This design comes from an exercise in tuning for small area, a short achievable clock period and few clock cycles per item on the open sky130 flow, not from production work.
Function was checked by simulation only, so behaviour that the tests miss may differ from the original.
No activity file was given, so power comes from the tool's default toggle rates.

==> trial 19: inputs <==
// dtree_seq_engine
module dtree_seq_engine #(
  parameter int unsigned N_FEAT    = 6,
  parameter int unsigned FEAT_W    = 8,
  parameter int unsigned CLASS_W   = 2,
  parameter int unsigned NODE_AW   = 6,
  parameter int unsigned MAX_DEPTH = 16
) (
  input  logic                        clk,
  input  logic                        rst,
  input  logic                        cfg_we,
  input  logic [NODE_AW-1:0]          cfg_addr,
  input  logic [15+2*NODE_AW-1:0]     cfg_wdata,
  output logic                        cfg_ready,
  input  logic                        in_valid,
  output logic                        in_ready,
  input  logic [N_FEAT*FEAT_W-1:0]    in_feat,
  output logic                        out_valid,
  input  logic                        out_ready,
  output logic [CLASS_W-1:0]          out_class,
  output logic                        out_err,
  output logic                        busy
);
clock: 8.0 ns
lec_check: 0
cap_margin: 20
core_margin: 2
core_utilization: 40
setup_slack_margin: 5
slew_margin: 20
tns_end_percent: 5
run.sh (not shown) runs the stock make flow with config.mk's settings and CLKGATE_MAP_FILE= SYNTH_SCRIPT=/design/flow/synth_recipe.tcl, a recipe that flattens the netlist after the stock synthesis.
==> trial 23 (differences from trial 19) <==
--- a/flow/design.v
+++ b/flow/design.v
@@ -34,55 +34,71 @@
   endfunction
   function automatic logic [NODE_AW-1:0] e_l(input logic [EW-1:0] e);
     e_l = e[NODE_AW +: NODE_AW];
   endfunction
   function automatic logic [NODE_AW-1:0] e_r(input logic [EW-1:0] e);
     e_r = e[0 +: NODE_AW];
   endfunction
-  function automatic logic le8(input logic [7:0] a, input logic [7:0] b);
+  function automatic logic [1:0] cmp2(input logic [1:0] a, input logic [1:0] b);
     logic lt, eq;
-    lt = 1'b0;
-    eq = 1'b1;
-    for (int i = 7; i >= 0; i--) begin
-      lt = lt | (eq & !a[i] & b[i]);
-      eq = eq & !(a[i] ^ b[i]);
-    end
-    le8 = lt | eq;
+    lt = (!a[1] & b[1]) | (!(a[1] ^ b[1]) & !a[0] & b[0]);
+    eq = !(a[1] ^ b[1]) & !(a[0] ^ b[0]);
+    cmp2 = {lt, eq};
+  endfunction
+  function automatic logic [1:0] cmb(input logic [1:0] hi, input logic [1:0] lo);
+    cmb = {hi[1] | (hi[0] & lo[1]), hi[0] & lo[0]};
+  endfunction
+  function automatic logic le8(input logic [7:0] a, input logic [7:0] b);
+    logic [1:0] c3, c2, c1, c0, h, l, r;
+    c3 = cmp2(a[7:6], b[7:6]);
+    c2 = cmp2(a[5:4], b[5:4]);
+    c1 = cmp2(a[3:2], b[3:2]);
+    c0 = cmp2(a[1:0], b[1:0]);
+    h  = cmb(c3, c2);
+    l  = cmb(c1, c0);
+    r  = cmb(h, l);
+    le8 = r[1] | r[0];
   endfunction
   function automatic logic e_go(input logic [EW-1:0] e, input logic [FW-1:0] f);
     logic [FEAT_W-1:0] v;
     v = '0;
     for (int i = 0; i < int'(N_FEAT); i++)
       if (e_kind(e) == 3'(i + 1)) v = f[i*FEAT_W +: FEAT_W];
     e_go = le8(v, e_t(e));
   endfunction
-  logic                 r_busy, r_cfg_ready, r_in_ready, r_out_valid;
+  logic                 r_cfg_ready, r_in_ready, r_out_valid;
   logic [CLASS_W-1:0]   r_out_class;
   logic                 r_out_err;
   logic [ROB_AW:0]      r_cnt;         
-  assign busy      = r_busy;
-  assign cfg_ready = r_cfg_ready;
-  assign in_ready  = r_in_ready;
-  assign out_valid = r_out_valid;
+  logic                 r_busy_o, r_in_ready_o, r_out_valid_o;
+  assign busy      = r_busy_o;
+  assign cfg_ready = !r_busy_o;
+  assign in_ready  = r_in_ready_o;
+  assign out_valid = r_out_valid_o;
   assign out_class = r_out_class;
   assign out_err   = r_out_err;
   logic w_acc, w_take, w_wr;
   assign w_acc  = in_valid && r_in_ready;
   assign w_take = r_out_valid && out_ready;
   assign w_wr   = cfg_we && r_cfg_ready;
   logic                 r_wv;
   logic [NODE_AW-1:0]   r_waddr;
   logic [26:0]          r_wdata;
   always_ff @(posedge clk or posedge rst) begin
     if (rst) r_wv <= 1'b0;
     else     r_wv <= w_wr;
   end
+  logic [7:0]           r_wahi, r_walo;
   always_ff @(posedge clk) begin
     r_waddr <= cfg_addr;
     r_wdata <= cfg_wdata;
+    for (int i = 0; i < 8; i++) begin
+      r_wahi[i] <= (cfg_addr[5:3] == 3'(i));
+      r_walo[i] <= (cfg_addr[2:0] == 3'(i));
+    end
   end
   logic       wc_leaf;
   logic [2:0] wc_sel, wc_sh, wc_kind;
   logic [7:0] wc_thr, wc_t;
   logic [8:0] wc_hi;
   assign wc_leaf = r_wdata[26];
   assign wc_sel  = r_wdata[25:23];
@@ -97,15 +113,15 @@
   logic [7:0]          t_t    [N_NODES];
   logic [NODE_AW-1:0]  t_l    [N_NODES];
   logic [NODE_AW-1:0]  t_r    [N_NODES];
   logic [EW-1:0]       ent    [N_NODES];
   logic [N_NODES-1:0]  t_leaf;
   for (genvar i = 0; i < int'(N_NODES); i++) begin : g_tab
     logic we;
-    assign we = r_wv && (r_waddr == NODE_AW'(i));
+    assign we = r_wv && r_wahi[i / 8] && r_walo[i % 8];
     always_ff @(posedge clk or posedge rst) begin
       if (rst) begin
         t_kind[i]   <= 3'd0;
         t_t[i][1:0] <= 2'd0;
       end else if (we) begin
         t_kind[i]   <= wc_kind;
         t_t[i][1:0] <= wc_t[1:0];
@@ -121,15 +137,23 @@
     assign ent[i]    = {t_kind[i], t_t[i], t_l[i], t_r[i]};
     assign t_leaf[i] = (t_kind[i] == 3'd0);
   end
   logic [EW-1:0]        sh_d [1:N_SH];
   logic [N_SH:1]        sh_v;
   logic [NODE_AW-1:0]   sh_a [1:N_SH];      
   logic                 all_valid;
-  assign all_valid = &sh_v;
+  logic [N_SH:1]        sh_need;
+  always_comb begin
+    sh_need[1] = (e_kind(ent[0]) != 3'd0) && (e_kind(ent[0]) != 3'd7);
+    sh_need[2] = sh_need[1];
+    for (int p = 3; p <= int'(N_SH); p++)
+      sh_need[p] = sh_need[(p-1)/2] && (e_kind(sh_d[(p-1)/2]) != 3'd0) &&
+                   (e_kind(sh_d[(p-1)/2]) != 3'd7);
+  end
+  assign all_valid = &(sh_v | ~sh_need);
   always_comb begin
     sh_a[1] = e_l(ent[0]);
     sh_a[2] = e_r(ent[0]);
     for (int p = 3; p <= int'(N_SH); p++)
       sh_a[p] = p[0] ? e_l(sh_d[(p-1)/2]) : e_r(sh_d[(p-1)/2]);
   end
   logic                 r_rv;              
@@ -139,15 +163,16 @@
   logic [NODE_AW-1:0]   rf_ptr;
   logic [EW-1:0]        port;              
   always_comb begin
     rf_issue = 1'b0;
     rf_p     = '0;
     rf_ptr   = '0;
     for (int p = int'(N_SH); p >= 1; p--) begin
-      if (!sh_v[p] && (p <= 2 ? !(r_wv && r_waddr == '0) : sh_v[(p-1)/2]) &&
+      if (!sh_v[p] && sh_need[p] &&
+          (p <= 2 ? !(r_wv && r_waddr == '0) : sh_v[(p-1)/2]) &&
           !(r_rv && r_rp == 4'(p))) begin
         rf_issue = 1'b1;
         rf_p     = 4'(p);
         rf_ptr   = sh_a[p];
       end
     end
   end
@@ -179,35 +204,55 @@
       if (r_rv && r_rp == 4'(p)) sh_d[p] <= port;
   end
   logic                 r_mv;
   logic [FW-1:0]        r_mf;
   logic [ROB_AW-1:0]    r_mseq, r_accp;
   logic                 r_hv;              
   logic                 m_adv;
-  assign m_adv = r_mv && !r_hv && all_valid && !r_wv;
+  assign m_adv = r_mv && !r_hv && all_valid && !r_wv && r_selok;
   logic [EW-1:0]        nd [0:N_SH];
   always_comb begin
     nd[0] = ent[0];
     for (int p = 1; p <= int'(N_SH); p++) nd[p] = sh_d[p];
   end
+  logic [N_FEAT-1:0]    r_ndsel [0:N_SH];
+  logic                 r_selok;
+  always_ff @(posedge clk) begin
+    for (int p = 0; p <= int'(N_SH); p++)
+      for (int i = 0; i < int'(N_FEAT); i++)
+        r_ndsel[p][i] <= (e_kind(nd[p]) == 3'(i + 1));
+  end
+  always_ff @(posedge clk or posedge rst) begin
+    if (rst) r_selok <= 1'b0;
+    else     r_selok <= all_valid && !r_wv;
+  end
+  function automatic logic [FEAT_W-1:0] fsel(input logic [N_FEAT-1:0] sel,
+                                             input logic [FW-1:0] f);
+    logic [FEAT_W-1:0] v;
+    v = '0;
+    for (int i = 0; i < int'(N_FEAT); i++)
+      v = v | (f[i*FEAT_W +: FEAT_W] & {FEAT_W{sel[i]}});
+    fsel = v;
+  endfunction
   logic                 r_pv;
   logic [FW-1:0]        r_pf;
   logic [ROB_AW-1:0]    r_pseq;
   logic [N_SH:0]        r_pc;
   logic                 fadv;
   assign fadv = !r_hv;
   always_ff @(posedge clk or posedge rst) begin
     if (rst)       r_pv <= 1'b0;
     else if (fadv) r_pv <= m_adv;
   end
   always_ff @(posedge clk) begin
     if (fadv) begin
       r_pf   <= r_mf;
       r_pseq <= r_mseq;
-      for (int p = 0; p <= int'(N_SH); p++) r_pc[p] <= e_go(nd[p], r_mf);
+      for (int p = 0; p <= int'(N_SH); p++)
+        r_pc[p] <= le8(fsel(r_ndsel[p], r_mf), e_t(nd[p]));
     end
   end
   logic               q_done;
   logic [2:0]         q_res;
   logic [NODE_AW-1:0] q_ptr;
   logic               q_ring, q_fin;
   always_comb begin
@@ -234,38 +279,45 @@
     end
   end
   assign q_ring = r_pv && !q_done;
   assign q_fin  = r_pv && q_done && fadv;
   logic                 r_av;
   logic [FW-1:0]        r_af;
   logic [EW-1:0]        r_ae;
-  logic [FEAT_W-1:0]    r_aval;            
   logic                 r_aleaf, r_abad;   
+  logic [N_FEAT-1:0]    r_aksel;           
   logic [3:0]           r_ad;
   logic [ROB_AW-1:0]    r_aseq;
   logic                 r_bbv, r_bsel;
   logic [FW-1:0]        r_bfc, r_bfn;
-  logic [NODE_AW-1:0]   r_bptr;
+  logic [NODE_AW-1:0]   r_bptrc, r_bptrn, b_ptr;
   logic [3:0]           r_bdc;
   logic [ROB_AW-1:0]    r_bseqc, r_bseqn;
   logic [FW-1:0]        b_f;
   logic [3:0]           b_d;
   logic [ROB_AW-1:0]    b_seq;
   assign b_f   = r_bsel ? r_bfc   : r_bfn;
   assign b_d   = r_bsel ? r_bdc   : 4'd4;
   assign b_seq = r_bsel ? r_bseqc : r_bseqn;
+  assign b_ptr = r_bsel ? r_bptrc : r_bptrn;
   logic [FW-1:0]        r_hf;
   logic [NODE_AW-1:0]   r_hptr;
   logic [ROB_AW-1:0]    r_hseq;
-  assign port = ent[r_bptr];
+  assign port = ent[b_ptr];
   logic                 a_go, a_leaf, a_bad, a_cleaf, a_done, a_cont, a_fin;
   logic [1:0]           a_ccls, a_cls;
   logic                 a_err;
   logic [NODE_AW-1:0]   a_nxt;
-  assign a_go   = le8(r_aval, e_t(r_ae));
+  logic [FEAT_W-1:0]    a_v;
+  always_comb begin
+    a_v = '0;
+    for (int i = 0; i < int'(N_FEAT); i++)
+      a_v = a_v | (r_af[i*FEAT_W +: FEAT_W] & {FEAT_W{r_aksel[i]}});
+  end
+  assign a_go   = le8(a_v, e_t(r_ae));
   assign a_nxt  = a_go ? e_l(r_ae) : e_r(r_ae);
   assign a_leaf = r_aleaf;
   assign a_bad  = r_abad;
   logic       a_lleaf, a_rleaf;
   logic [1:0] a_lcls, a_rcls;
   assign a_lleaf = t_leaf[e_l(r_ae)];
   assign a_rleaf = t_leaf[e_r(r_ae)];
@@ -290,26 +342,25 @@
     end
   end
   always_ff @(posedge clk) begin
     r_af    <= b_f;
     r_ae    <= port;
     r_aleaf <= (e_kind(port) == 3'd0);
     r_abad  <= (e_kind(port) == 3'd7) || (b_d == 4'd15);
-    r_aval  <= '0;
-    for (int i = 0; i < int'(N_FEAT); i++)
-      if (e_kind(port) == 3'(i + 1)) r_aval <= b_f[i*FEAT_W +: FEAT_W];
+    for (int i = 0; i < int'(N_FEAT); i++) r_aksel[i] <= (e_kind(port) == 3'(i + 1));
     r_ad    <= b_d;
     r_aseq  <= b_seq;
     r_bsel  <= a_cont;
     r_bfc   <= r_af;
     r_bdc   <= r_ad + 1'b1;
     r_bseqc <= r_aseq;
     r_bfn   <= r_hv ? r_hf   : r_pf;
     r_bseqn <= r_hv ? r_hseq : r_pseq;
-    r_bptr  <= a_cont ? a_nxt : r_hv ? r_hptr : q_ring ? q_ptr : rf_ptr;
+    r_bptrc <= a_nxt;
+    r_bptrn <= r_hv ? r_hptr : q_ring ? q_ptr : rf_ptr;
     if (!r_hv) begin
       r_hf   <= r_pf;
       r_hptr <= q_ptr;
       r_hseq <= r_pseq;
     end
   end
   logic [ROB_N-1:0]     r_robv;
@@ -321,42 +372,64 @@
   logic [2:0]           r_rwres, r_qwres;
   assign w_pop = r_robv[r_hp] && (!r_out_valid || out_ready);
   logic [ROB_AW:0] w_cnt_n;
   logic            w_mv_n, w_hv_n;
   assign w_cnt_n = r_cnt + (ROB_AW+1)'(w_acc) - (ROB_AW+1)'(w_take);
   assign w_mv_n  = (r_mv && !m_adv) || w_acc;
   assign w_hv_n  = a_cont && (r_hv || q_ring);
+  logic w_busy_n, w_in_ready_n;
+  assign w_busy_n = (r_cnt > (ROB_AW+1)'(1)) || w_acc ||
+                    (r_cnt == (ROB_AW+1)'(1) && !w_take);
+  logic       w_d0, w_d1, w_d2, w_d3, w_deep_le2, w_deep_le3;
+  assign w_d0       = w_mv_n;
+  assign w_d1       = fadv ? m_adv : r_pv;
+  assign w_d2       = r_bbv;
+  assign w_d3       = r_hv || q_ring;
+  assign w_deep_le3 = !(w_d0 && w_d1 && w_d2 && w_d3);
+  assign w_deep_le2 = !((w_d0 && w_d1 && w_d2) || (w_d0 && w_d1 && w_d3) ||
+                        (w_d0 && w_d2 && w_d3) || (w_d1 && w_d2 && w_d3));
+  logic w_mfree, w_move0, w_move1, w_rdy0, w_rdy1;
+  assign w_mfree = !(r_mv && !m_adv) && !w_acc;
+  assign w_move0 = !w_wr && all_valid && !r_wv;
+  assign w_move1 = w_move0 && !w_d3;
+  assign w_rdy0  = (r_cnt < (ROB_AW+1)'(ROB_N - 1)) && w_deep_le3 && (w_mfree || w_move0);
+  assign w_rdy1  = (r_cnt < (ROB_AW+1)'(ROB_N - 1)) && w_deep_le2 && (w_mfree || w_move1);
+  assign w_in_ready_n = a_cont ? w_rdy1 : w_rdy0;
   always_ff @(posedge clk or posedge rst) begin
     if (rst) begin
       r_cnt       <= '0;
-      r_busy      <= 1'b0;
+      r_busy_o    <= 1'b0;
       r_cfg_ready <= 1'b1;
-      r_in_ready  <= 1'b1;
+      r_in_ready  <= 1'b0;
+      r_in_ready_o <= 1'b0;
       r_out_valid <= 1'b0;
+      r_out_valid_o <= 1'b0;
       r_mv        <= 1'b0;
       r_accp      <= '0;
       r_robv      <= '0;
       r_hp        <= '0;
       r_rwv       <= 1'b0;
       r_qwv       <= 1'b0;
     end else begin
       r_rwv       <= a_fin;
       r_qwv       <= q_fin;
       r_cnt       <= w_cnt_n;
-      r_busy      <= (w_cnt_n != '0);
-      r_cfg_ready <= (w_cnt_n == '0);
-      r_in_ready  <= (w_cnt_n < (ROB_AW+1)'(ROB_N)) &&
-                     (!w_mv_n || (!w_hv_n && (&sh_v_n) && !w_wr));
+      r_busy_o    <= w_busy_n;
+      r_cfg_ready <= !w_busy_n;
+      r_in_ready  <= w_in_ready_n;
+      r_in_ready_o <= w_in_ready_n;
       r_mv        <= w_mv_n;
       if (w_acc) r_accp <= r_accp + 1'b1;
       if (w_pop) begin
-        r_out_valid <= 1'b1;
-        r_hp        <= r_hp + 1'b1;
+        r_out_valid   <= 1'b1;
+        r_out_valid_o <= 1'b1;
+        r_hp          <= r_hp + 1'b1;
       end else if (w_take) begin
-        r_out_valid <= 1'b0;
+        r_out_valid   <= 1'b0;
+        r_out_valid_o <= 1'b0;
       end
       for (int i = 0; i < int'(ROB_N); i++) begin
         if ((r_rwv && r_rwseq == ROB_AW'(i)) || (r_qwv && r_qwseq == ROB_AW'(i)))
           r_robv[i] <= 1'b1;
         else if (w_pop && r_hp == ROB_AW'(i))
           r_robv[i] <= 1'b0;
       end
CAP_MARGIN = 40   (was 20)
SLEW_MARGIN = 40   (was 20)
==> reports/results.tsv <==
stage	metric	value	unit
cts	cts_made_buffers	275	
synth	synth_xor_area_frac	0.008566	
route	met3_length	56010	µm
critical_path	reg2reg_slack	3660	ps
critical_path	critPathTopFamily	compound AO/OA/AOI/OAI gates	
critical_path	crit_arrival	5110	ps
layout	multi_input_area_share	0.2578	
layout	area_growth	18.18	%
cts	post_cts_buffers	118	
synth	synthCells	7126	
grt	use_met1	0.4511	
route	drt-initial-drc-count	12810	
synth	synthMuxAreaShare	0.02538	
layout	stdcell_count	10790	
outcome	outcome	no timing/DRC/antenna violations	
critical_path	reg2reg_to	r_in_ready	
power	power_density	347.2	nW/µm²
grt	grt_pass1_wl	586200	µm
-- figures above: trial 23

==> reports/results.tsv <==
stage	metric	value	unit
job	maxCapViolCount	1	
layout	multi_input_area_share	0.2763	
outcome	outcome	failed layout checks	
synth	synthCells	7388	
power	powerComb	13.6	mW
power	power_density	354.1	nW/µm²
cts	cts_made_buffers	233	
route	met3_length	60070	µm
grt	grt_pass1_wl	594200	µm
layout	stdcell_count	11130	
grt	use_met1	0.4383	
critical_path	critPathTopFamily	simple AND/OR/NAND/NOR gates	
critical_path	crit_arrival	4510	ps
critical_path	path_class	reg2reg	
power	netSwitchingPower	15.15	mW
critical_path	slowest_stage	nand4_1	
outcome	so.violations	max-capacitance violations, max-slew violations	
critical_path	reg2reg_slack	4280	ps
timing	slew_viol_final	4	
layout	area_growth	19.37	%
route	dr.max_layer_used	met5	
critical_path	reg2reg_to	r_aval[2]	
-- figures above: trial 19

Testbench counts of trial 19, summed over its fixed seeds: cycles 6,859, items 3,840.
Testbench counts of trial 23, summed over its fixed seeds: cycles 7,474, items 3,840.

## re-timing with driven ports
In the flow no input, the clock included, has a driving cell. The finished layouts below were timed again as built, in two steps. Step 1 sets driving cells, clkbuf_16 on the clock port and buf_2 on the other inputs (assumed; they add their load-dependent delay and slew). Step 2 also shifts input and output timing later by t, the mid clock arrival at the registers, as if the neighbouring blocks saw the same clock. Slacks: ideal / step 1 / step 2; pairs: ideal / step 1.
run	t (ns)	setup slack, ns	worst register clock-pin slew, ns
trial 19	1.019	4.284 / 4.284 / 4.159	0.07 / 0.07
trial 23	1.009	3.659 / 3.659 / 3.635	0.07 / 0.07
For trial 19, which loses most, drivers alone change the setup slack by 0.000 ns; drivers and shift together by -0.125 ns.
